From an optimization exercise on the open Yosys and OpenROAD flow, aimed at small area and a short achievable clock period; shortcuts taken in it are not production practice. No run shown here included a check of the RTL's function; only the layout flow was run.

==> design/flow/design.v <==
package csc_pkg;
	typedef logic [17:0] sram_addr_t;
	typedef logic [15:0] sram_word_t;
	typedef logic [7:0] pixel_t;
	localparam int IMG_WIDTH = 320;
	localparam int IMG_HEIGHT = 240;
	localparam int PAIRS_PER_ROW = 160;
	localparam int WORDS_PER_ROW = 80;      
	localparam int GROUPS = 19200;          
	localparam sram_addr_t Y_BASE = 18'd0;
	localparam sram_addr_t U_BASE = 18'd38400;
	localparam sram_addr_t V_BASE = 18'd57600;
	localparam sram_addr_t RGB_BASE = 18'd146944;
	localparam sram_addr_t RGB_LAST = 18'd262143;
endpackage
`timescale 1ns/100ps
module sram_arbiter (
	input logic CLOCK_50_I,
	input logic resetn,
	input logic cmd_we,
	input csc_pkg::sram_addr_t cmd_addr,
	input csc_pkg::sram_word_t cmd_wdata,
	output csc_pkg::sram_addr_t sram_addr,
	output csc_pkg::sram_word_t sram_wdata,
	output logic sram_we_n
);
	always_ff @(posedge CLOCK_50_I or negedge resetn) begin
		if (!resetn)
			sram_we_n <= 1'b1;
		else
			sram_we_n <= !cmd_we;
	end
	always_ff @(posedge CLOCK_50_I) begin
		sram_addr <= cmd_addr;
		sram_wdata <= cmd_wdata;
	end
endmodule
`timescale 1ns/100ps
module yuv_fetch (
	input logic CLOCK_50_I,
	input logic resetn,
	input logic start,
	output logic busy,
	output logic done,
	output logic [3:0] ph,
	output logic j_first,          
	output logic j_near_end,       
	output logic j_last,           
	output logic cmd_we,
	output csc_pkg::sram_addr_t cmd_addr
);
	logic [1:0] prime;             
	logic wr_on;
	logic done_pre;
	logic [6:0] jc;
	logic [16:0] gy;               
	logic [16:0] c_addr;
	csc_pkg::sram_addr_t wa;       
	logic wr_now, last_wr;
	assign wr_now = busy && wr_on && (ph <= 4'd5);
	assign last_wr = wr_now && (wa == csc_pkg::RGB_LAST);
	assign cmd_we = wr_now;
	assign c_addr = gy + ((ph == 4'd7) ? 17'(csc_pkg::U_BASE + 18'd2) : 17'(csc_pkg::V_BASE + 18'd2));
	always_comb begin
		if (ph == 4'd6 || ph == 4'd9)
			cmd_addr = {gy, ph[0]};
		else if (ph == 4'd7 || ph == 4'd8)
			cmd_addr = {1'b0, c_addr};
		else
			cmd_addr = wa;
	end
	always_ff @(posedge CLOCK_50_I or negedge resetn) begin
		if (!resetn) begin
			busy <= 1'b0;
			done <= 1'b0;
			done_pre <= 1'b0;
			wr_on <= 1'b0;
		end else begin
			done_pre <= last_wr;
			done <= done_pre;
			if (done_pre)
				busy <= 1'b0;
			else if (start)
				busy <= 1'b1;
			if (!busy || last_wr)
				wr_on <= 1'b0;
			else if (prime == 2'd0 && ph == 4'd1)
				wr_on <= 1'b1;
		end
	end
	always_ff @(posedge CLOCK_50_I) begin
		if (!busy) begin
			ph <= 4'd6;
			prime <= 2'd3;
			jc <= 7'd77;
			j_first <= 1'b0;
			j_near_end <= 1'b0;
			j_last <= 1'b0;
			gy <= 17'h1fffe;
			wa <= csc_pkg::RGB_BASE;
		end else begin
			ph <= (ph == 4'd9) ? 4'd0 : ph + 4'd1;
			if (ph == 4'd9) begin
				if (prime != 2'd0)
					prime <= prime - 2'd1;
				jc <= (jc == 7'd79) ? 7'd0 : jc + 7'd1;
				j_first <= (jc == 7'd79);
				j_near_end <= (jc == 7'd77);
				j_last <= (jc == 7'd78);
				gy <= gy + 17'd1;
			end
			if (wr_now)
				wa <= wa + 18'd1;
		end
	end
endmodule
`timescale 1ns/100ps
module chroma_interpolator (
	input logic CLOCK_50_I,
	input logic [3:0] ph,
	input logic j_first,
	input logic j_near_end,
	input logic j_last,
	input csc_pkg::sram_word_t rdata,
	output csc_pkg::pixel_t ce_u,       
	output csc_pkg::pixel_t ce_v,
	output csc_pkg::pixel_t c_odd       
);
	csc_pkg::pixel_t e [0:13];
	logic shift;
	logic pair_b;
	csc_pkg::pixel_t t0, t1, t2, t3, t4, t5;
	assign shift = (ph <= 4'd3);
	assign pair_b = ph[1];
	always_ff @(posedge CLOCK_50_I) begin
		if (shift) begin
			for (int i = 0; i < 11; i++)
				e[i] <= e[i + 1];
			e[11] <= (ph <= 4'd1) ? rdata[15:8] : e[12];
		end
		if (ph == 4'd1 || ph == 4'd2)
			e[12] <= e[13];
		if (ph <= 4'd1)
			e[13] <= rdata[7:0];
	end
	assign ce_u = e[4];
	assign ce_v = e[5];
	always_comb begin
		t0 = e[0];
		t1 = e[2];
		t2 = e[4];
		t3 = e[6];
		t4 = e[8];
		t5 = e[10];
		if (j_first && !pair_b) begin
			t0 = e[4];
			t1 = e[4];
		end
		if (j_first && pair_b)
			t0 = e[2];
		if (j_near_end && pair_b)
			t5 = e[8];
		if (j_last && !pair_b) begin
			t4 = e[6];
			t5 = e[6];
		end
		if (j_last && pair_b) begin
			t3 = e[4];
			t4 = e[4];
			t5 = e[4];
		end
	end
	logic [8:0] p, q, m;
	logic signed [17:0] acc, ps, nq, ms;
	logic signed [9:0] sh;
	assign p = t0 + t5;
	assign q = t1 + t4;
	assign m = t2 + t3;
	assign ps = {9'd0, p};
	assign nq = {9'd0, ~q};
	assign ms = {9'd0, m};
	assign acc = (ms <<< 7) + (ms <<< 5) - ms + (ps <<< 4) + (ps <<< 2) + ps
		+ (nq <<< 5) + (nq <<< 4) + (nq <<< 2) + 18'sd128 - 18'sd26572;
	assign sh = acc[17:8];
	assign c_odd = sh[9] ? 8'h00 : (sh[8] ? 8'hff : sh[7:0]);
endmodule
`timescale 1ns/100ps
module csc_matrix (
	input logic CLOCK_50_I,
	input csc_pkg::pixel_t y_in,
	input csc_pkg::pixel_t u_in,
	input csc_pkg::pixel_t v_in,
	output csc_pkg::pixel_t r,
	output csc_pkg::pixel_t g,
	output csc_pkg::pixel_t b
);
	csc_pkg::pixel_t y, u, v;
	always_ff @(posedge CLOCK_50_I) begin
		y <= y_in;
		u <= u_in;
		v <= v_in;
	end
	logic signed [26:0] ye, u1, v1, u3, v3, t, rs, gs, bs;
	assign ye = {19'd0, y};
	assign u1 = {{19{~u[7]}}, ~u[7], u[6:0]};
	assign v1 = {{19{~v[7]}}, ~v[7], v[6:0]};
	assign u3 = u1 + (u1 <<< 1);
	assign v3 = v1 + (v1 <<< 1);
	assign t = (ye <<< 16) + (ye <<< 13) + (ye <<< 11) + (ye <<< 9) - (ye <<< 2) - 27'sd1220544;
	assign rs = t + (v3 <<< 15) + (v3 <<< 11) + (v1 <<< 7) + (v1 <<< 4) + v3;
	assign gs = t - (u3 <<< 13) - (u1 <<< 10) - (u3 <<< 3) - (v3 <<< 14) - (v1 <<< 12) - (v1 <<< 5) - v1;
	assign bs = t + (u1 <<< 17) + (u1 <<< 10) + (u1 <<< 7) + (u3 <<< 3) + u3;
	function automatic csc_pkg::pixel_t sat(input logic signed [26:0] s);
		if (s[26])
			sat = 8'h00;
		else if (s[25:24] != 2'd0)
			sat = 8'hff;
		else
			sat = s[23:16];
	endfunction
	assign r = sat(rs);
	assign g = sat(gs);
	assign b = sat(bs);
endmodule
`timescale 1ns/100ps
module rgb_store (
	input logic CLOCK_50_I,
	input logic [3:0] ph,
	input csc_pkg::pixel_t r,
	input csc_pkg::pixel_t g,
	input csc_pkg::pixel_t b,
	output csc_pkg::sram_word_t wdata
);
	csc_pkg::pixel_t r1, g1, b1;     
	csc_pkg::pixel_t r2, g2, b2;     
	always_ff @(posedge CLOCK_50_I) begin
		if (ph >= 4'd1 && ph <= 4'd4) begin
			r1 <= r;
			g1 <= g;
			b1 <= b;
			r2 <= r1;
			g2 <= g1;
			b2 <= b1;
		end
	end
	always_comb begin
		case (ph)
		4'd2: wdata = {r1, g1};
		4'd3, 4'd0: wdata = {b2, r1};
		4'd4: wdata = {g2, b2};
		4'd5: wdata = {r2, g2};
		default: wdata = {g1, b1};
		endcase
	end
endmodule
`timescale 1ns/100ps
module csc_top (
	input logic CLOCK_50_I,
	input logic resetn,
	input logic start,
	output logic busy,
	output logic done,
	output csc_pkg::sram_addr_t sram_addr,
	output csc_pkg::sram_word_t sram_wdata,
	output logic sram_we_n,
	input csc_pkg::sram_word_t sram_rdata
);
	logic [3:0] ph;
	logic j_first, j_near_end, j_last;
	logic cmd_we;
	csc_pkg::sram_addr_t cmd_addr;
	csc_pkg::sram_word_t cmd_wdata;
	csc_pkg::pixel_t ce_u, ce_v, c_odd, uo;
	csc_pkg::sram_word_t yh;         
	csc_pkg::pixel_t y_op, u_op, v_op;
	csc_pkg::pixel_t r, g, b;
	yuv_fetch seq_unit (
		.CLOCK_50_I, .resetn, .start, .busy, .done,
		.ph, .j_first, .j_near_end, .j_last,
		.cmd_we, .cmd_addr
	);
	chroma_interpolator interp_unit (
		.CLOCK_50_I, .ph, .j_first, .j_near_end, .j_last,
		.rdata(sram_rdata), .ce_u, .ce_v, .c_odd
	);
	always_ff @(posedge CLOCK_50_I) begin
		if (ph == 4'd9 || ph == 4'd2)
			yh <= sram_rdata;
		uo <= c_odd;     
	end
	always_comb begin
		if (ph[0]) begin
			y_op = yh[7:0];
			u_op = uo;
			v_op = c_odd;
		end else begin
			y_op = (ph == 4'd2) ? sram_rdata[15:8] : yh[15:8];
			u_op = ce_u;
			v_op = ce_v;
		end
	end
	csc_matrix matrix_unit (
		.CLOCK_50_I, .y_in(y_op), .u_in(u_op), .v_in(v_op),
		.r, .g, .b
	);
	rgb_store store_unit (
		.CLOCK_50_I, .ph, .r, .g, .b, .wdata(cmd_wdata)
	);
	sram_arbiter arbiter_unit (
		.CLOCK_50_I, .resetn,
		.cmd_we, .cmd_addr, .cmd_wdata,
		.sram_addr, .sram_wdata, .sram_we_n
	);
endmodule
==> design/flow/run.sh <==
#!/bin/bash
# synth_recipe.tcl (not shown) runs the flow's synth.tcl, then flattens the netlist and writes it again
# the make line also repeats each setting of config.mk as NAME=value (left out here)
make -C /OpenROAD-flow-scripts/flow DESIGN_CONFIG=/design/flow/config.mk WORK_HOME=/design/flow/orfs CLKGATE_MAP_FILE= SYNTH_SCRIPT=/design/flow/synth_recipe.tcl finish
==> design/flow/config.mk <==
export PLATFORM = sky130hd
export DESIGN_NAME = csc_top
export DESIGN_NICKNAME = csc_top
export VERILOG_FILES = /design/flow/design.v
export SDC_FILE = /design/flow/constraint.sdc
export NUM_CORES = 4
export LEC_CHECK = 0
export ABC_CLOCK_PERIOD_IN_PS = 4000
export CAP_MARGIN = 20
export CORE_MARGIN = 2
export CORE_UTILIZATION = 50
export SETUP_SLACK_MARGIN = 5
export SLEW_MARGIN = 20
==> design/flow/constraint.sdc <==
create_clock -name core_clock -period 10.0 [get_ports {CLOCK_50_I}]
set_input_delay 2.0000 -clock core_clock [delete_from_list [all_inputs] [get_ports {CLOCK_50_I}]]
set_output_delay 2.0000 -clock core_clock [all_outputs]
set_load 0.01 [all_outputs]
==> metrics.log, run 1 <==
INFO  metric outcome = no timing/DRC/antenna violations
INFO  metric chipWidth = roughly 220 um
INFO  metric worstSetupPathType = reg -> reg
INFO  metric post-route-util = 60.26%
INFO  metric crit_buf_inv = 8
INFO  metric detail-route-antenna-nets = 0
INFO  metric max-clock-path-buffers = 3
INFO  metric placed_cell_count = 2874
INFO  metric synth_top_flop_cell = sky130_fd_sc_hd__edfxtp_1
INFO  metric finalMaxSlewViolations = 0
INFO  metric totalWireLength = approximately 56000 um
INFO  metric critPathTopFamily = adder cells
INFO  metric synth_edf_count = 176
INFO  metric clk_pin_slew_worst_paths = 0.06 ns
INFO  metric route.detailed.drc = 0
INFO  metric finalCritPeriodShare = 67.65%
INFO  metric ranking_of_synthesized_cells_by_area = sky130_fd_sc_hd__edfxtp_1 (22%), sky130_fd_sc_hd__ha_1 (16%), sky130_fd_sc_hd__fa_1 (16%), sky130_fd_sc_hd__dfxtp_1 (9.9%), sky130_fd_sc_hd__inv_1 (5.2%)
INFO  metric grt_start_max_net_pins = 76
INFO  metric post-route-min-period = approximately 6.8 ns
INFO  metric synth-async-reset-ratio = under 10%
INFO  metric timing.max_slew.rel_slack = 31.78%
INFO  metric yosys.cell_types.count = 75
INFO  metric worst_hold_path_type = reg -> reg
INFO  metric worst_path_max_delay_cell = sky130_fd_sc_hd__fa_1
INFO  metric route.detailed.vias_per_inst = 5.486
INFO  metric mappedNetlistArea = 23740 sq um
INFO  metric core_region_area = approximately 47000 sq um
INFO  metric global_route.overflow_total = 0
INFO  metric synthToLayoutAreaGrowth = 18.66%
INFO  metric timing.final.ws_setup = between 3 and 4 ns
INFO  metric clock-sinks = 298
INFO  metric first_global_vias = 16890
INFO  metric rows = 79
INFO  metric layout.nets = 2904
INFO  metric synth_area_per_cell = approximately 11 sq um
INFO  metric post_route_cells_drive_above_1_share = 16.42%
INFO  metric hold_vio_cnt_final = 0
INFO  metric cts_tree = done
INFO  metric detailedRoute.firstPassIterationCount = 5
INFO  metric critical_path.startpoint_type = register
INFO  metric whs = 0.3895 ns
INFO  metric synth_xor_xnor_area_share = 6.435%
INFO  metric synth_simple_gate_area_share = about 8.4%
INFO  metric critPathRequiredTime = 10.46 ns
INFO  metric cp.arrival = 7.23 ns
INFO  metric ys.warnings.count = 7
INFO  metric die_h = between 200 and 250 um
INFO  metric syn-num-nets = 2754
INFO  metric global_route_wire_length_before_repair = around 90000 um
INFO  metric vias = 16630
INFO  metric max_incr_delay_on_cp = 0.50 ns
INFO  metric dieArea = about 50000 sq um
INFO  metric pre_cts_slack = 2.283 ns
INFO  metric syn-instance-count = 2248
INFO  metric yosysSeqAreaShare = 32.66%
INFO  metric rsz0062_at_grt = true
INFO  metric synth_area_leader_cell = sky130_fd_sc_hd__edfxtp_1
INFO  metric crit_path_end_kind = register
INFO  metric synth_seq_cells = 298
INFO  metric final.setup_skew = ~0.013 ns
INFO  metric fin_setup_tns = 0 ns
INFO  metric cts_max_level = 2
INFO  metric routability_congestion = 0.8799
INFO  metric yosysTopAreaCellShare = 22.26%
INFO  metric worstMarginPinSlew = 1.023 ns
INFO  metric worstSkewPairLatency = roughly 0.55 ns
INFO  metric numPortBuffers = 55
INFO  metric max_cap_viol_count = 0
INFO  metric place_area = around 25000 sq um
INFO  metric ioPinCount = 56
INFO  metric stdcell_area = 28170 sq um
INFO  metric numCtsBuffers = 34
INFO  metric timing.critical_path.fanout_max = 7
INFO  metric place.detailed.hpwl = approximately 42000 um
INFO  metric clock-root-buffer = sky130_fd_sc_hd__clkbuf_16
INFO  metric antenna_cells_inserted = 0
INFO  metric share_of_synthesized_cell_area_in_full_adder_half_adder_and_majority_cells = between 30% and 40%
INFO  metric setup_violations = 0
INFO  metric drt-wirelength-per-cell = 18.56 um
INFO  metric groute.usage.overall = 23.10%
INFO  metric antenna_found_initial = 1
INFO  metric mux_share_of_post_synthesis_cell_area = 2.941%
INFO  metric synth_compound_gate_area_share = between 10 and 15%
INFO  metric clock.fmax = 147.8 MHz
INFO  metric starting_density_of_the_core = 50.78%
INFO  metric synth_top_family_by_area = adder cells
INFO  metric final-instance-count-excl-fill = 3031
INFO  metric drt-initial-drc-count = 1062
==> worst register-to-register path, delay by kind of cell, from the launching register on <==
kind	cells	cell delay, ns
buf+inv	8	0.92
xor+xnor	1	0.26
flops	1	0.45
simple gates	3	0.54
fa+ha+maj	6	2.28
compound gates	12	2.03
mux	1	0.18
==> Yosys cell counts (all sizes together) (3+ instances only) <==
library cell,n
a21oi,121
a41oi,3
fa,184
a31oi,12
o21a,33
mux2i,27
xor2,60
nor3b,6
o22ai,6
a211o,3
a211oi,19
nand3b,3
and2,24
o21ai,64
o2111ai,7
xnor2,111
o211ai,9
nor2b,15
nor3,19
edfxtp,176
ha,303
nand4,12
a22oi,54
o31ai,4
nand3,50
a2111oi,3
a21boi,7
or2,6
a31o,7
clkbuf,47
nand2b,11
a21o,39
o211a,3
buf,4
inv,330
dfxtp,117
dfrtp,4
and4,5
or3,5
nand2,128
and3,30
nor2,93
o21bai,24
mux2,38
==> cell type report <==
type | count | area (sq um)
multi-input combinational | 1569 | 15800
clock buffer | 43 | 945.9
inverter | 330 | 1247
fill | 3913 | 18580
tap | 607 | 759.5
clock inverter | 19 | 185.2
sequential | 298 | 7787
timing repair buffer | 165 | 1444
==> metal layers <==
| layer | wire length (um) | GRT usage, % | part of all wire, % |
|---|---|---|---|
| met5 | 0 | 0 | 0 |
| met2 | 25410 | 36.80 | 45 |
| met3 | 2355 | 3.326 | 4.2 |
| met1 | 27100 | 32.87 | 48 |
| met4 | 1403 | 6.691 | 2.5 |
==> cell families (layout without fill, tap and decap cells) <==
family	count (synthesis)	after routing
compound gates	431	431
xor+xnor	172	172
fa+ha+maj	487	487
buf+inv	381	557
flops	298	298
mux	65	65
simple gates	414	414
==> cell usage in the layout (no fill, tap or decap), types with 49 or more instances in the layout <==
| cell type | n |
|---|---|
| sky130_fd_sc_hd__xor2_1 | 50 |
| sky130_fd_sc_hd__o21ai_0 | 54 |
| sky130_fd_sc_hd__nor2_1 | 89 |
| sky130_fd_sc_hd__edfxtp_1 | 176 |
| sky130_fd_sc_hd__buf_4 | 99 |
| sky130_fd_sc_hd__nand3_1 | 49 |
| sky130_fd_sc_hd__xnor2_1 | 98 |
| sky130_fd_sc_hd__dfxtp_1 | 104 |
| sky130_fd_sc_hd__nand2_1 | 121 |
| sky130_fd_sc_hd__fa_1 | 176 |
| sky130_fd_sc_hd__a21oi_1 | 101 |
| sky130_fd_sc_hd__clkdlybuf4s50_1 | 55 |
| sky130_fd_sc_hd__inv_1 | 317 |
| sky130_fd_sc_hd__ha_1 | 275 |
==> worst paths after layout <==
check	slack (ns)	endpoint	depth (start not counted)	start
worst max register to register	3.24	matrix_unit.v[3]	31	seq_unit.ph[1]
worst min register to register	0.39	seq_unit.done	0	seq_unit.done_pre
min in group asynchronous	1.66	seq_unit.wr_on	1	resetn
worst max-delay path	3.24	matrix_unit.v[3]	31	seq_unit.ph[1]
max in group asynchronous	8.09	arbiter_unit.sram_we_n	1	resetn
worst min-delay path	0.39	seq_unit.done	0	seq_unit.done_pre
==> registers in the layout, indices dropped and copies added (netlist names), 16 cells and up <==
register                 count
yh                          16
arbiter_unit.sram_addr      18
seq_unit.wa                 18
interp_unit.e              112
arbiter_unit.sram_wdata     16
seq_unit.gy                 17
==> repair_timing <==
| item | in CTS | in global routing |
|---|---|---|
| pin swaps | 73 | 62 |
| cloned | 0 | 0 |
| setup buffers | 65 | 30 |
| endpoints found under the setup margin | 40 | 40 |
| hold buffers | 0 | 0 |
| resized for setup | 111 | 53 |
==> inputs of run 2 (changes only) <==
--- a/design/flow/config.mk
+++ b/design/flow/config.mk
@@ -7,3 +7,2 @@
 export LEC_CHECK = 0
-export ABC_CLOCK_PERIOD_IN_PS = 4000
 export CAP_MARGIN = 20
==> metrics.log, run 2 <==
INFO  metric grt_start_max_net_pins = 76
INFO  metric crit_path_end_kind = register
INFO  metric detailedRoute.firstPassIterationCount = 5
INFO  metric vias = 16630
INFO  metric place_area = 25360 sq um
INFO  metric hold_vio_cnt_final = 0
INFO  metric clk_pin_slew_worst_paths = 0.06 ns
INFO  metric place.detailed.hpwl = 42240 um
INFO  metric synth_seq_cells = 298
INFO  metric stdcell_area = 28170 sq um
INFO  metric post_route_cells_drive_above_1_share = 16.42%
INFO  metric max_cap_viol_count = 0
INFO  metric global_route.overflow_total = 0
INFO  metric worstSkewPairLatency = 0.55 ns
INFO  metric synth_top_family_by_area = adder cells
INFO  metric clock-root-buffer = sky130_fd_sc_hd__clkbuf_16
INFO  metric syn-instance-count = roughly 2200
INFO  metric layout.cells.most_common = sky130_fd_sc_hd__inv_1
INFO  metric rows = 79
INFO  metric timing.critical_path.fanout_max = 7
INFO  metric placed_cell_count = ~2900
INFO  metric detail-route-antenna-nets = 0
INFO  metric final-instance-count-excl-fill = just over 3000
INFO  metric multi_input_area = 15800 sq um
INFO  metric critPathCapture = matrix_unit.v[3]
INFO  metric route.detailed.vias_per_inst = approximately 5.5
INFO  metric synth_simple_gate_area_share = under 10%
INFO  metric outcome = no timing/DRC/antenna violations
INFO  metric critical_path.startpoint_type = register
INFO  metric worst-r2r-setup-slack = 3.24 ns
INFO  metric setup_violations = 0
INFO  metric synthToLayoutAreaGrowth = 18.66%
INFO  metric timing.final.ws_setup = 3.235 ns
INFO  metric antenna_found_initial = 1
INFO  metric first_global_vias = 16890
INFO  metric global_route_wire_length_before_repair = 90160 um
INFO  metric cts_tree = done
INFO  metric mappedNetlistArea = 23740 sq um
INFO  metric largest_register_ff_count = 112
INFO  metric most_common_cell_in_the_netlist = sky130_fd_sc_hd__inv_1
INFO  metric regToRegStartpoint = seq_unit.ph[1]
INFO  metric critPathRequiredTime = 10.46 ns
INFO  metric clock.fmax = 147.8 MHz
INFO  metric rsz0062_at_grt = true
INFO  metric synth.top_cells.by_count = sky130_fd_sc_hd__inv_1 (329), sky130_fd_sc_hd__ha_1 (303), sky130_fd_sc_hd__fa_1 (184), sky130_fd_sc_hd__edfxtp_1 (176), sky130_fd_sc_hd__nand2_1 (128)
INFO  metric synth_area_per_cell = 10.56 sq um
INFO  metric core_region_area = 46750 sq um
INFO  metric drt-wirelength-per-cell = 18.56 um
INFO  metric mux_share_of_post_synthesis_cell_area = 2.941%
INFO  metric critPathTopFamily = adder cells
INFO  metric numCtsBuffers = 34
INFO  metric syn-num-nets = 2754
INFO  metric drt-initial-drc-count = 1062
INFO  metric yosysTopAreaCellShare = 22.26%
INFO  metric final-seq-area = 7787 sq um
INFO  metric synth_xor_xnor_area_share = 6.435%
INFO  metric finalCritPeriodShare = about 68%
INFO  metric cts-hold-fix-buffers = 0
INFO  metric synth_edf_count = 176
INFO  metric most-common-layout-cells = sky130_fd_sc_hd__inv_1 (317), sky130_fd_sc_hd__ha_1 (275), sky130_fd_sc_hd__fa_1 (176), sky130_fd_sc_hd__edfxtp_1 (176), sky130_fd_sc_hd__nand2_1 (121)
INFO  metric groute.usage.overall = approximately 23%
INFO  metric instance_count_on_the_critical_path = 31
INFO  metric worstMarginPinSlew = just over 1 ns
INFO  metric max_flop_register = interp_unit.e
INFO  metric totalWireLength = 56270 um
INFO  metric dieArea = 49240 sq um
INFO  metric synth_area_leader_cell = sky130_fd_sc_hd__edfxtp_1
INFO  metric reg2regPathDepth = 31
INFO  metric timing.max_slew.rel_slack = a little under a third
INFO  metric cp.arrival = 7.23 ns
INFO  metric post-route-min-period = 6.765 ns
INFO  metric max_incr_delay_on_cp = 0.50 ns
INFO  metric post-route-util = 60.26%
INFO  metric synth_compound_gate_area_share = between 10% and 20%
INFO  metric final.setup_skew = around 0.013 ns
INFO  metric share_of_synthesized_cell_area_in_full_adder_half_adder_and_majority_cells = 31.48%
INFO  metric yosys.cell_types.count = 75
INFO  metric cts_max_level = 2
INFO  metric route.detailed.drc = 0
INFO  metric finalMaxSlewViolations = 0
INFO  metric starting_density_of_the_core = 50.78%
INFO  metric ioPinCount = 56
INFO  metric routability_congestion = 0.8799
INFO  metric r2r-end = matrix_unit.v[3]
INFO  metric worst_path_max_delay_cell = sky130_fd_sc_hd__fa_1
INFO  metric worst_hold_path_type = reg -> reg
INFO  metric whs = 0.3895 ns
INFO  metric synth_top_flop_cell = sky130_fd_sc_hd__edfxtp_1
INFO  metric timing.hold.worst.start = seq_unit.done_pre
INFO  metric crit_buf_inv = 8
INFO  metric antenna_cells_inserted = 0
INFO  metric nFillCells = between 3000 and 4000
INFO  metric clock-sinks = 298
INFO  metric pre_cts_slack = between 2 and 2.5 ns
INFO  metric ys.warnings.count = 7
INFO  metric top_regs = interp_unit.e (112), arbiter_unit.sram_addr (18), seq_unit.wa (18)
INFO  metric synth-async-reset-ratio = approximately 1.7%
INFO  metric chipWidth = 221.9 um
INFO  metric startpoint = seq_unit.ph[1]
INFO  metric layout.nets = 2904
INFO  metric ranking_of_synthesized_cells_by_area = sky130_fd_sc_hd__edfxtp_1 (22%), sky130_fd_sc_hd__ha_1 (16%), sky130_fd_sc_hd__fa_1 (16%), sky130_fd_sc_hd__dfxtp_1 (9.9%), sky130_fd_sc_hd__inv_1 (5.2%)
INFO  metric fin_setup_tns = 0 ns
INFO  metric worstSetupPathType = reg -> reg
INFO  metric max-clock-path-buffers = 3
INFO  metric yosysSeqAreaShare = 32.66%
INFO  metric die_h = 221.9 um
INFO  metric numPortBuffers = 55
-- run 2: layer usage --
layer	vias up	routed length [um]	GRT usage, %
li1	8030	-	-
met4	0	1403	6.691
met5	-	0	0
met1	8194	27100	32.87
met3	87	2355	3.326
met2	316	25410	36.80
-- run 2: final cells by class --
cell class              instances  share of cell area (%)
clock buffers                  43                   3.358
clock inverters                19                  0.6573
inverters                     330                   4.428
multi-input cells            1569                   56.09
flip-flops and latches        298                   27.64
well taps                     607                   2.696
repair buffers                165                   5.125
-- run 2: how the worst min path moves through the flow --
| stage | end | cells after the start |
|---|---|---|
| 2_1_floorplan | seq_unit.done | 0 |
| 3_3_place_gp | seq_unit.done | 0 |
| 3_5_place_dp | seq_unit.done | 0 |
| 4_1_cts | seq_unit.done | 0 |
| 5_1_grt | seq_unit.done | 0 |
| 6_report | seq_unit.done | 0 |
-- run 2: kinds of logic after synthesis --
kind of cell / after synthesis
compound gates: 431
xor+xnor: 172
fa+ha+maj: 487
buf+inv: 381
flops: 298
mux: 65
simple gates: 414
-- run 2: timing repair --
action,in CTS,in global routing
buffers inserted,65,30
endpoints found under the setup margin,40,40
cloned,0,0
gates resized for setup,111,53
pin swaps,73,62
==> inputs of run 3 (changes only) <==
--- a/design/flow/design.v
+++ b/design/flow/design.v
@@ -59,3 +59,3 @@
 	logic wr_now, last_wr;
-	assign wr_now = busy && wr_on && (ph <= 4'd5);
+	assign wr_now = busy && wr_on && (ph != 4'd0) && (ph <= 4'd5 || ph == 4'd9);
 	assign last_wr = wr_now && (wa == csc_pkg::RGB_LAST);
@@ -64,4 +64,4 @@
 	always_comb begin
-		if (ph == 4'd6 || ph == 4'd9)
-			cmd_addr = {gy, ph[0]};
+		if (ph == 4'd6 || ph == 4'd0)
+			cmd_addr = {gy, ph == 4'd0};
 		else if (ph == 4'd7 || ph == 4'd8)
@@ -86,3 +86,3 @@
 				wr_on <= 1'b0;
-			else if (prime == 2'd0 && ph == 4'd1)
+			else if (prime == 2'd0 && ph == 4'd2)
 				wr_on <= 1'b1;
@@ -109,4 +109,5 @@
 				j_last <= (jc == 7'd78);
-				gy <= gy + 17'd1;
 			end
+			if (ph == 4'd0)
+				gy <= gy + 17'd1;
 			if (wr_now)
@@ -145,4 +146,4 @@
 	end
-	assign ce_u = e[4];
-	assign ce_v = e[5];
+	assign ce_u = e[3];
+	assign ce_v = e[4];
 	always_comb begin
@@ -172,3 +173,3 @@
 	end
-	logic [8:0] p, q, m;
+	logic [8:0] p, q, m, p_r, q_r, m_r;
 	logic signed [17:0] acc, ps, nq, ms;
@@ -178,5 +179,10 @@
 	assign m = t2 + t3;
-	assign ps = {9'd0, p};
-	assign nq = {9'd0, ~q};
-	assign ms = {9'd0, m};
+	always_ff @(posedge CLOCK_50_I) begin
+		p_r <= p;
+		q_r <= q;
+		m_r <= m;
+	end
+	assign ps = {9'd0, p_r};
+	assign nq = {9'd0, ~q_r};
+	assign ms = {9'd0, m_r};
 	assign acc = (ms <<< 7) + (ms <<< 5) - ms + (ps <<< 4) + (ps <<< 2) + ps
@@ -236,3 +242,3 @@
 	always_ff @(posedge CLOCK_50_I) begin
-		if (ph >= 4'd1 && ph <= 4'd4) begin
+		if (ph >= 4'd2 && ph <= 4'd5) begin
 			r1 <= r;
@@ -247,6 +253,6 @@
 		case (ph)
-		4'd2: wdata = {r1, g1};
-		4'd3, 4'd0: wdata = {b2, r1};
-		4'd4: wdata = {g2, b2};
-		4'd5: wdata = {r2, g2};
+		4'd3: wdata = {r1, g1};
+		4'd4, 4'd1: wdata = {b2, r1};
+		4'd5: wdata = {g2, b2};
+		4'd9: wdata = {r2, g2};
 		default: wdata = {g1, b1};
@@ -286,3 +292,3 @@
 	always_ff @(posedge CLOCK_50_I) begin
-		if (ph == 4'd9 || ph == 4'd2)
+		if (ph == 4'd9 || ph == 4'd3)
 			yh <= sram_rdata;
@@ -291,3 +297,3 @@
 	always_comb begin
-		if (ph[0]) begin
+		if (!ph[0]) begin
 			y_op = yh[7:0];
@@ -296,3 +302,3 @@
 		end else begin
-			y_op = (ph == 4'd2) ? sram_rdata[15:8] : yh[15:8];
+			y_op = (ph == 4'd3) ? sram_rdata[15:8] : yh[15:8];
 			u_op = ce_u;
==> metrics.log, run 3 <==
INFO  metric outcome = no timing/DRC/antenna violations
INFO  metric top_regs = interp_unit.e (112), arbiter_unit.sram_addr (18), seq_unit.wa (18)
INFO  metric routability_congestion = between 0.8 and 0.9
INFO  metric ys.warnings.count = 7
INFO  metric ranking_of_synthesized_cells_by_area = sky130_fd_sc_hd__edfxtp_1 (22%), sky130_fd_sc_hd__ha_1 (16%), sky130_fd_sc_hd__fa_1 (15%), sky130_fd_sc_hd__dfxtp_1 (12%), sky130_fd_sc_hd__inv_1 (4.5%)
INFO  metric finalCritPeriodShare = 65.78%
INFO  metric synth_seq_cells = 325
INFO  metric timing.critical_path.fanout_max = 8
INFO  metric worstSkewPairLatency = 0.55 ns
INFO  metric pre_cts_slack = 2.974 ns
INFO  metric clk_pin_slew_worst_paths = 0.06 ns
INFO  metric cts-hold-fix-buffers = 0
INFO  metric worst_hold_path_type = reg -> reg
INFO  metric antenna_found_initial = 0
INFO  metric max-clock-path-buffers = 3
INFO  metric cts_max_level = 2
INFO  metric mappedNetlistArea = 24230 sq um
INFO  metric critPathRequiredTime = 10.27 ns
INFO  metric syn-instance-count = approximately 2200
INFO  metric global_route.overflow_total = 0
INFO  metric max_cap_viol_count = 0
INFO  metric synth_area_leader_cell = sky130_fd_sc_hd__edfxtp_1
INFO  metric grt_start_max_net_pins = 86
INFO  metric cp.arrival = 6.85 ns
INFO  metric synth_top_flop_cell = sky130_fd_sc_hd__edfxtp_1
INFO  metric yosysSeqAreaShare = approximately 34%
INFO  metric final-seq-area = roughly 8300 sq um
INFO  metric reg2regPathDepth = 31
INFO  metric vias = roughly 16000
INFO  metric totalWireLength = 56250 um
INFO  metric ioPinCount = 56
INFO  metric setup_violations = 0
INFO  metric fin_setup_tns = 0 ns
INFO  metric groute.usage.overall = 23.28%
INFO  metric yosys.cell_types.count = 76
INFO  metric worstMarginPinSlew = approximately 1.1 ns
INFO  metric clock-sinks = 325
INFO  metric synth_area_per_cell = 10.85 sq um
INFO  metric worstSetupPathType = reg -> reg
INFO  metric crit_path_end_kind = register
INFO  metric synth.top_cells.by_count = sky130_fd_sc_hd__ha_1 (303), sky130_fd_sc_hd__inv_1 (291), sky130_fd_sc_hd__fa_1 (184), sky130_fd_sc_hd__edfxtp_1 (176), sky130_fd_sc_hd__dfxtp_1 (144)
INFO  metric numPortBuffers = 55
INFO  metric dieArea = 50250 sq um
INFO  metric clock.fmax = 152.0 MHz
INFO  metric max_incr_delay_on_cp = 0.50 ns
INFO  metric drt-initial-drc-count = 830
INFO  metric critical_path.startpoint_type = register
INFO  metric syn-num-nets = 2740
INFO  metric clock-root-buffer = sky130_fd_sc_hd__clkbuf_16
INFO  metric first_global_vias = 17270
INFO  metric finalMaxSlewViolations = 0
INFO  metric max_flop_register = interp_unit.e
INFO  metric nFillCells = 3968
INFO  metric rsz0062_at_grt = true
INFO  metric layout.cells.most_common = sky130_fd_sc_hd__inv_1
INFO  metric detail-route-antenna-nets = 0
INFO  metric most-common-layout-cells = sky130_fd_sc_hd__inv_1 (278), sky130_fd_sc_hd__ha_1 (269), sky130_fd_sc_hd__fa_1 (177), sky130_fd_sc_hd__edfxtp_1 (176), sky130_fd_sc_hd__dfxtp_1 (128)
INFO  metric route.detailed.vias_per_inst = 5.441
INFO  metric global_route_wire_length_before_repair = 91820 um
INFO  metric drt-wirelength-per-cell = 18.66 um
INFO  metric most_common_cell_in_the_netlist = sky130_fd_sc_hd__ha_1
INFO  metric synth_edf_count = between 150 and 200
INFO  metric post_route_cells_drive_above_1_share = between 10% and 20%
INFO  metric die_h = 224.2 um
INFO  metric route.detailed.drc = 0
INFO  metric synthToLayoutAreaGrowth = 18.12%
INFO  metric numCtsBuffers = 37
INFO  metric layout.nets = roughly 2900
INFO  metric multi_input_area = 15870 sq um
INFO  metric worst_path_max_delay_cell = sky130_fd_sc_hd__fa_1
INFO  metric cts_tree = done
INFO  metric rows = 80
INFO  metric timing.final.ws_setup = approximately 3.4 ns
INFO  metric post-route-util = 59.95%
INFO  metric starting_density_of_the_core = 50.76%
INFO  metric hold_vio_cnt_final = 0
INFO  metric timing.max_slew.rel_slack = 27.70%
INFO  metric detailedRoute.firstPassIterationCount = 6
INFO  metric final.setup_skew = 0.02142 ns
INFO  metric yosysTopAreaCellShare = 21.81%
INFO  metric post-route-min-period = 6.578 ns
INFO  metric synth-async-reset-ratio = 1.538%
INFO  metric place.detailed.hpwl = between 40000 and 50000 um
INFO  metric largest_register_ff_count = 112
INFO  metric hold_path_depth = 0
INFO  metric antenna_cells_inserted = 0
INFO  metric core_region_area = 47750 sq um
INFO  metric chipWidth = 224.2 um
## run 3: path summary, 6_finish.rpt
path | startpoint | endpoint | slack [ns]
min in group asynchronous | resetn | seq_unit.done | 1.67
hold reg to reg | seq_unit.done_pre | seq_unit.done | 0.40
max in group asynchronous | resetn | arbiter_unit.sram_we_n | 8.08
hold / removal | seq_unit.done_pre | seq_unit.done | 0.40
setup / recovery | matrix_unit.y[3] | store_unit.r1[5] | 3.42
setup reg to reg | matrix_unit.y[3] | store_unit.r1[5] | 3.42
## run 3: cells by family (layout without fill, tap and decap cells)
family / count (synthesis) / in the layout / synth area share, %
adder cells (fa/ha/maj): 487 / 487 / 30.84
AO/OA/AOI/OAI: 427 / 427 / 11.50
AND/OR/NAND/NOR: 399 / 399 / 8.204
buffers and inverters: 343 / 508 / 5.323
flip-flops: 325 / 325 / 34.22
XOR/XNOR: 175 / 175 / 6.474
multiplexers: 78 / 78 / 3.428
## run 3: cell type report
class                      count  area share (%)
clock inverter                19          0.8305
sequential                   325           29.12
inverter                     292           3.846
multi-input combinational   1566           55.45
tap                          615           2.688
clock buffer                  49           3.571
timing repair buffer         148           4.498
## run 3: layer usage
layer	vias to the layer above	wire, um	track usage (%)
li1	8021	-	-
met3	83	1474	2.466
met5	-	0	0
met2	213	28140	41.44
met1	8082	24890	29.72
met4	0	1739	7.333
## run 3: worst max-delay path, delay by kind of cell (launching register included)
| family | cells | cell delay, ns |
|---|---|---|
| muxes | 1 | 0.21 |
| DFF | 1 | 0.39 |
| xor gates and xnor gates | 2 | 0.33 |
| AOI/OAI and AO/OA | 10 | 1.47 |
| and+or+nand+nor | 5 | 1.11 |
| adders and majority gates | 7 | 2.19 |
| buffers and inverters | 6 | 0.61 |
## run 3: timing repair
item	4_1_cts	5_1_grt
setup buffers	61	13
cloned	0	0
setup endpoints to repair	40	40
resized for setup	113	57
pin swaps	63	35
## run 3: per-stage QoR
step | cell area [sq um] | hold slack, ns | std cells
6_report | 28630 | 0.3988 | 3014
5_1_grt | 28630 | 0.4162 | 3014
3_5_place_dp | 25910 | 0.3869 | 2872
2_1_floorplan | 24600 | 0.3543 | 2234
4_1_cts | 28260 | 0.4101 | 3001
3_3_place_gp | 25900 | 0.3907 | 2872
==> inputs of run 4 (changes only) <==
--- a/design/flow/design.v
+++ b/design/flow/design.v
@@ -59,3 +59,3 @@
 	logic wr_now, last_wr;
-	assign wr_now = busy && wr_on && (ph != 4'd0) && (ph <= 4'd5 || ph == 4'd9);
+	assign wr_now = busy && wr_on && (ph <= 4'd5);
 	assign last_wr = wr_now && (wa == csc_pkg::RGB_LAST);
@@ -64,4 +64,4 @@
 	always_comb begin
-		if (ph == 4'd6 || ph == 4'd0)
-			cmd_addr = {gy, ph == 4'd0};
+		if (ph == 4'd6 || ph == 4'd9)
+			cmd_addr = {gy, ph[0]};
 		else if (ph == 4'd7 || ph == 4'd8)
@@ -109,5 +109,4 @@
 				j_last <= (jc == 7'd78);
-			end
-			if (ph == 4'd0)
 				gy <= gy + 17'd1;
+			end
 			if (wr_now)
@@ -202,5 +201,8 @@
 );
-	csc_pkg::pixel_t y, u, v;
+	logic signed [25:0] ye, t_in, t_r;
+	csc_pkg::pixel_t u, v;
+	assign ye = {18'd0, y_in};
+	assign t_in = (ye <<< 16) + (ye <<< 13) + (ye <<< 11) + (ye <<< 9) - (ye <<< 2) - 26'sd1220544;
 	always_ff @(posedge CLOCK_50_I) begin
-		y <= y_in;
+		t_r <= t_in;
 		u <= u_in;
@@ -208,12 +210,10 @@
 	end
-	logic signed [26:0] ye, u1, v1, u3, v3, t, rs, gs, bs;
-	assign ye = {19'd0, y};
+	logic signed [26:0] t, u1, v1, rs, gs, bs;
+	assign t = t_r;
 	assign u1 = {{19{~u[7]}}, ~u[7], u[6:0]};
 	assign v1 = {{19{~v[7]}}, ~v[7], v[6:0]};
-	assign u3 = u1 + (u1 <<< 1);
-	assign v3 = v1 + (v1 <<< 1);
-	assign t = (ye <<< 16) + (ye <<< 13) + (ye <<< 11) + (ye <<< 9) - (ye <<< 2) - 27'sd1220544;
-	assign rs = t + (v3 <<< 15) + (v3 <<< 11) + (v1 <<< 7) + (v1 <<< 4) + v3;
-	assign gs = t - (u3 <<< 13) - (u1 <<< 10) - (u3 <<< 3) - (v3 <<< 14) - (v1 <<< 12) - (v1 <<< 5) - v1;
-	assign bs = t + (u1 <<< 17) + (u1 <<< 10) + (u1 <<< 7) + (u3 <<< 3) + u3;
+	assign rs = t + (v1 <<< 17) - (v1 <<< 15) + (v1 <<< 13) - (v1 <<< 11) + (v1 <<< 7) + (v1 <<< 4) + (v1 <<< 2) - v1;
+	assign gs = t - (u1 <<< 15) + (u1 <<< 13) - (u1 <<< 10) - (u1 <<< 5) + (u1 <<< 3)
+		- (v1 <<< 16) + (v1 <<< 14) - (v1 <<< 12) - (v1 <<< 5) - v1;
+	assign bs = t + (u1 <<< 17) + (u1 <<< 10) + (u1 <<< 7) + (u1 <<< 5) - (u1 <<< 2) - u1;
 	function automatic csc_pkg::pixel_t sat(input logic signed [26:0] s);
@@ -256,3 +256,3 @@
 		4'd5: wdata = {g2, b2};
-		4'd9: wdata = {r2, g2};
+		4'd0: wdata = {r2, g2};
 		default: wdata = {g1, b1};
@@ -292,3 +292,3 @@
 	always_ff @(posedge CLOCK_50_I) begin
-		if (ph == 4'd9 || ph == 4'd3)
+		if (ph == 4'd9 || ph == 4'd2)
 			yh <= sram_rdata;
@@ -302,3 +302,3 @@
 		end else begin
-			y_op = (ph == 4'd3) ? sram_rdata[15:8] : yh[15:8];
+			y_op = yh[15:8];
 			u_op = ce_u;
==> metrics.log, run 4 <==
INFO  metric yosysTopAreaCellShare = 20.28%
INFO  metric core_region_area = 51410 sq um
INFO  metric chipWidth = 232.3 um
INFO  metric mappedNetlistArea = 26060 sq um
INFO  metric die_h = 232.3 um
INFO  metric yosys.cell_types.count = 90
INFO  metric max_cap_viol_count = 0
INFO  metric final.setup_skew = 0.04094 ns
INFO  metric cts_max_level = 2
INFO  metric drt-wirelength-per-cell = 18.86 um
INFO  metric most-common-layout-cells = sky130_fd_sc_hd__inv_1 (390), sky130_fd_sc_hd__ha_1 (301), sky130_fd_sc_hd__fa_1 (241), sky130_fd_sc_hd__a21oi_1 (177), sky130_fd_sc_hd__edfxtp_1 (176)
INFO  metric outcome = no timing/DRC/antenna violations
INFO  metric detailedRoute.firstPassIterationCount = 5
INFO  metric synth_area_leader_cell = sky130_fd_sc_hd__edfxtp_1
INFO  metric global_route_wire_length_before_repair = between 90000 and 100000 um
INFO  metric post-route-min-period = 5.499 ns
INFO  metric synthToLayoutAreaGrowth = 15.13%
INFO  metric numPortBuffers = 55
INFO  metric worstMarginPinSlew = 0.8837 ns
INFO  metric totalWireLength = 61530 um
INFO  metric cts_tree = done
INFO  metric grt_start_max_net_pins = 88
INFO  metric finalCritPeriodShare = 54.99%
INFO  metric numCtsBuffers = 41
INFO  metric ioPinCount = 56
INFO  metric groute.usage.overall = 23.81%
INFO  metric post_route_cells_drive_above_1_share = between 10% and 20%
INFO  metric synth_area_per_cell = 10.79 sq um
INFO  metric crit_path_end_kind = register
INFO  metric fin_setup_tns = 0 ns
INFO  metric setup_violations = 0
INFO  metric clock.fmax = 181.9 MHz
INFO  metric clock-sinks = 341
INFO  metric layout.cells.most_common = sky130_fd_sc_hd__inv_1
INFO  metric finalMaxSlewViolations = 0
INFO  metric timing.max_slew.rel_slack = 40.67%
INFO  metric drt-initial-drc-count = 961
INFO  metric critical_path.startpoint_type = register
INFO  metric most_common_cell_in_the_netlist = sky130_fd_sc_hd__inv_1
INFO  metric critPathCapture = store_unit.g1[6]
INFO  metric stdcell_area = between 30000 and 40000 sq um
INFO  metric route.detailed.vias_per_inst = 5.356
INFO  metric timing.critical_path.fanout_max = 8
INFO  metric antenna_cells_inserted = 0
INFO  metric reg2regPathDepth = 19
INFO  metric post-route-util = 58.36%
INFO  metric max-clock-path-buffers = 3
INFO  metric syn-instance-count = 2416
INFO  metric max_flop_register = interp_unit.e
INFO  metric rsz0062_at_grt = true
INFO  metric rows = 83
INFO  metric r2r-end = store_unit.g1[6]
INFO  metric clock-root-buffer = sky130_fd_sc_hd__clkbuf_16
INFO  metric worstSetupPathType = reg -> reg
INFO  metric regToRegStartpoint = matrix_unit.v[1]
INFO  metric worst-r2r-setup-slack = 4.50 ns
INFO  metric layout.nets = around 3100
INFO  metric ys.warnings.count = 7
INFO  metric global_route.overflow_total = 0
INFO  metric cp.arrival = between 5 and 6 ns
INFO  metric place.detailed.hpwl = 45830 um
INFO  metric top_regs = interp_unit.e (112), matrix_unit.t_r (24)
INFO  metric dieArea = roughly 54000 sq um
INFO  metric final-seq-area = about 8700 sq um
INFO  metric starting_density_of_the_core = between 50% and 60%
INFO  metric worstSkewPairLatency = 0.59 ns
INFO  metric syn-num-nets = 2994
INFO  metric synth_seq_cells = 341
INFO  metric first_global_vias = 18470
INFO  metric startpoint = matrix_unit.v[1]
INFO  metric route.detailed.drc = 0
INFO  metric multi_input_area = between 15000 and 20000 sq um
INFO  metric hold_vio_cnt_final = 0
INFO  metric place_area = 27620 sq um
INFO  metric synth_top_flop_cell = sky130_fd_sc_hd__edfxtp_1
INFO  metric synth-async-reset-ratio = under 10%
INFO  metric whs = about 0.40 ns
INFO  metric worst_hold_path_type = reg -> reg
INFO  metric critPathRequiredTime = 10.44 ns
INFO  metric largest_register_ff_count = 112
INFO  metric synth.top_cells.by_count = sky130_fd_sc_hd__inv_1 (412), sky130_fd_sc_hd__ha_1 (314), sky130_fd_sc_hd__fa_1 (245), sky130_fd_sc_hd__a21oi_1 (182), sky130_fd_sc_hd__edfxtp_1 (176)
INFO  metric ranking_of_synthesized_cells_by_area = sky130_fd_sc_hd__edfxtp_1 (20%), sky130_fd_sc_hd__fa_1 (19%), sky130_fd_sc_hd__ha_1 (15%), sky130_fd_sc_hd__dfxtp_1 (12%), sky130_fd_sc_hd__inv_1 (5.9%)
INFO  metric vias = approximately 17000
INFO  metric cts-hold-fix-buffers = 0
INFO  metric routability_congestion = 0.9742
INFO  metric clk_pin_slew_worst_paths = 0.06 ns
INFO  metric antenna_found_initial = 1
INFO  metric yosysSeqAreaShare = between 30 and 40%
INFO  metric detail-route-antenna-nets = 0
INFO  metric nFillCells = 4351
INFO  metric synth_edf_count = 176
[run 4: changes by cell type in the layout (fill, tap and decap cells not counted), sizes merged, moves of 21 or more]
| cell | previous run | this run |
|---|---|---|
| a21oi | 130 | 185 |
| a22oi | 35 | 4 |
| fa | 184 | 245 |
| inv | 295 | 404 |
| o21ai | 61 | 86 |
| xnor2 | 113 | 92 |
[run 4: stage by stage]
step | instances | worst slack [ns]
2_1_floorplan | 2416 | 3.939
5_1_grt | 3263 | 4.317
6_report | 3263 | 4.501
3_5_place_dp | 3120 | 3.308
4_1_cts | 3257 | 4.519
3_3_place_gp | 3119 | 3.442
[run 4: worst min path at each step]
stage,from,endpoint,slack [ns],cells after the start
4_1_cts,seq_unit.done_pre,seq_unit.done,0.40,0
3_5_place_dp,seq_unit.done_pre,seq_unit.done,0.39,0
6_report,seq_unit.done_pre,seq_unit.done,0.40,0
5_1_grt,interp_unit.e[9][4],interp_unit.e[8][4],0.41,0
3_3_place_gp,seq_unit.done_pre,seq_unit.done,0.37,0
2_1_floorplan,seq_unit.done_pre,seq_unit.done,0.35,0
[run 4: cell type report]
cell class                      instances  area share (%)
Timing Repair inverter                  1         0.02502
Timing Repair Buffer                  142           4.400
Clock inverter                         23          0.6255
Tap cell                              680           2.836
Inverter                              413           5.342
Multi-Input combinational cell       1610           54.09
Sequential cell                       341           28.93
Clock buffer                           53           3.745
[run 4: repair_timing]
action / 4_1_cts / 5_1_grt
gates resized for setup: 99 / 27
hold endpoints to repair: 0 / 0
setup buffers: 57 / 6
setup endpoints to repair: 40 / 33
pin swaps: 44 / 21
cloned: 4 / 0
[run 4: critical path, cell delays in order (launching register included)]
cell and delay [ns]:
sky130_fd_sc_hd__dfxtp_4 0.39, sky130_fd_sc_hd__clkinvlp_4 0.17, sky130_fd_sc_hd__buf_6 0.18, sky130_fd_sc_hd__fa_1 0.50, sky130_fd_sc_hd__inv_1 0.05, sky130_fd_sc_hd__fa_1 0.52, sky130_fd_sc_hd__fa_1 0.43, sky130_fd_sc_hd__fa_1 0.49
sky130_fd_sc_hd__inv_1 0.05, sky130_fd_sc_hd__fa_1 0.52, sky130_fd_sc_hd__inv_2 0.05, sky130_fd_sc_hd__ha_4 0.22, sky130_fd_sc_hd__a21o_1 0.15, sky130_fd_sc_hd__a21o_1 0.17, sky130_fd_sc_hd__a221oi_4 0.27, sky130_fd_sc_hd__o21ai_2 0.11
sky130_fd_sc_hd__a221oi_2 0.34, sky130_fd_sc_hd__mux2_4 0.35, sky130_fd_sc_hd__a21oi_4 0.24, sky130_fd_sc_hd__o21a_1 0.16
[run 4: cells by family (layout without fill, tap and decap cells)]
kind of cell             after synthesis  after routing  share of synthesized area, %
AO/OA/AOI/OAI                        453            453                         11.20
adder cells (fa/ha/maj)              559            559                         33.90
AND/OR/NAND/NOR                      386            386                         7.385
flip-flops                           341            341                         33.06
multiplexers                          69             69                         2.886
XOR/XNOR                             141            143                         4.797
buffers and inverters                467            632                         6.775
[run 4: metal layers]
layer	track usage, %	up-vias	part of all wire, %
li1	-	8409	-
met1	30.10	8639	43
met2	41.69	326	50
met3	3.500	104	4.0
met4	7.893	0	3.1
met5	0	-	0

==> separate check: timing with driven ports <==
No port has a modelled driver above. Below, the same layouts with a new extraction and two added sets of constraints.
Step 1 sets driving cells, clkbuf_16 on the clock port and buf_2 on the other inputs (assumed; they add their load-dependent delay and slew).
Step 2 moves the port delays by t, midway between the first and last clock arrival at a register: inputs arrive t later, outputs are due t later. That takes back most of the time a late clock gives input paths.
Three values: ideal ports, drivers, drivers and shift; two values: the first two.
run | t (ns) | setup slack, ns | clock arrival spread, ns | worst register clock-pin slew, ns
run 1 | 0.603 | 3.235 / 3.235 / 3.235 | 0.017 / 0.017 | 0.07 / 0.07
run 2 | 0.603 | 3.235 / 3.235 / 3.235 | 0.017 / 0.017 | 0.07 / 0.07
run 3 | 0.593 | 3.422 / 3.422 / 3.422 | 0.022 / 0.021 | 0.07 / 0.07
run 4 | 0.620 | 4.501 / 4.501 / 4.501 | 0.042 / 0.042 | 0.06 / 0.06
After both steps every run listed still meets setup and hold.
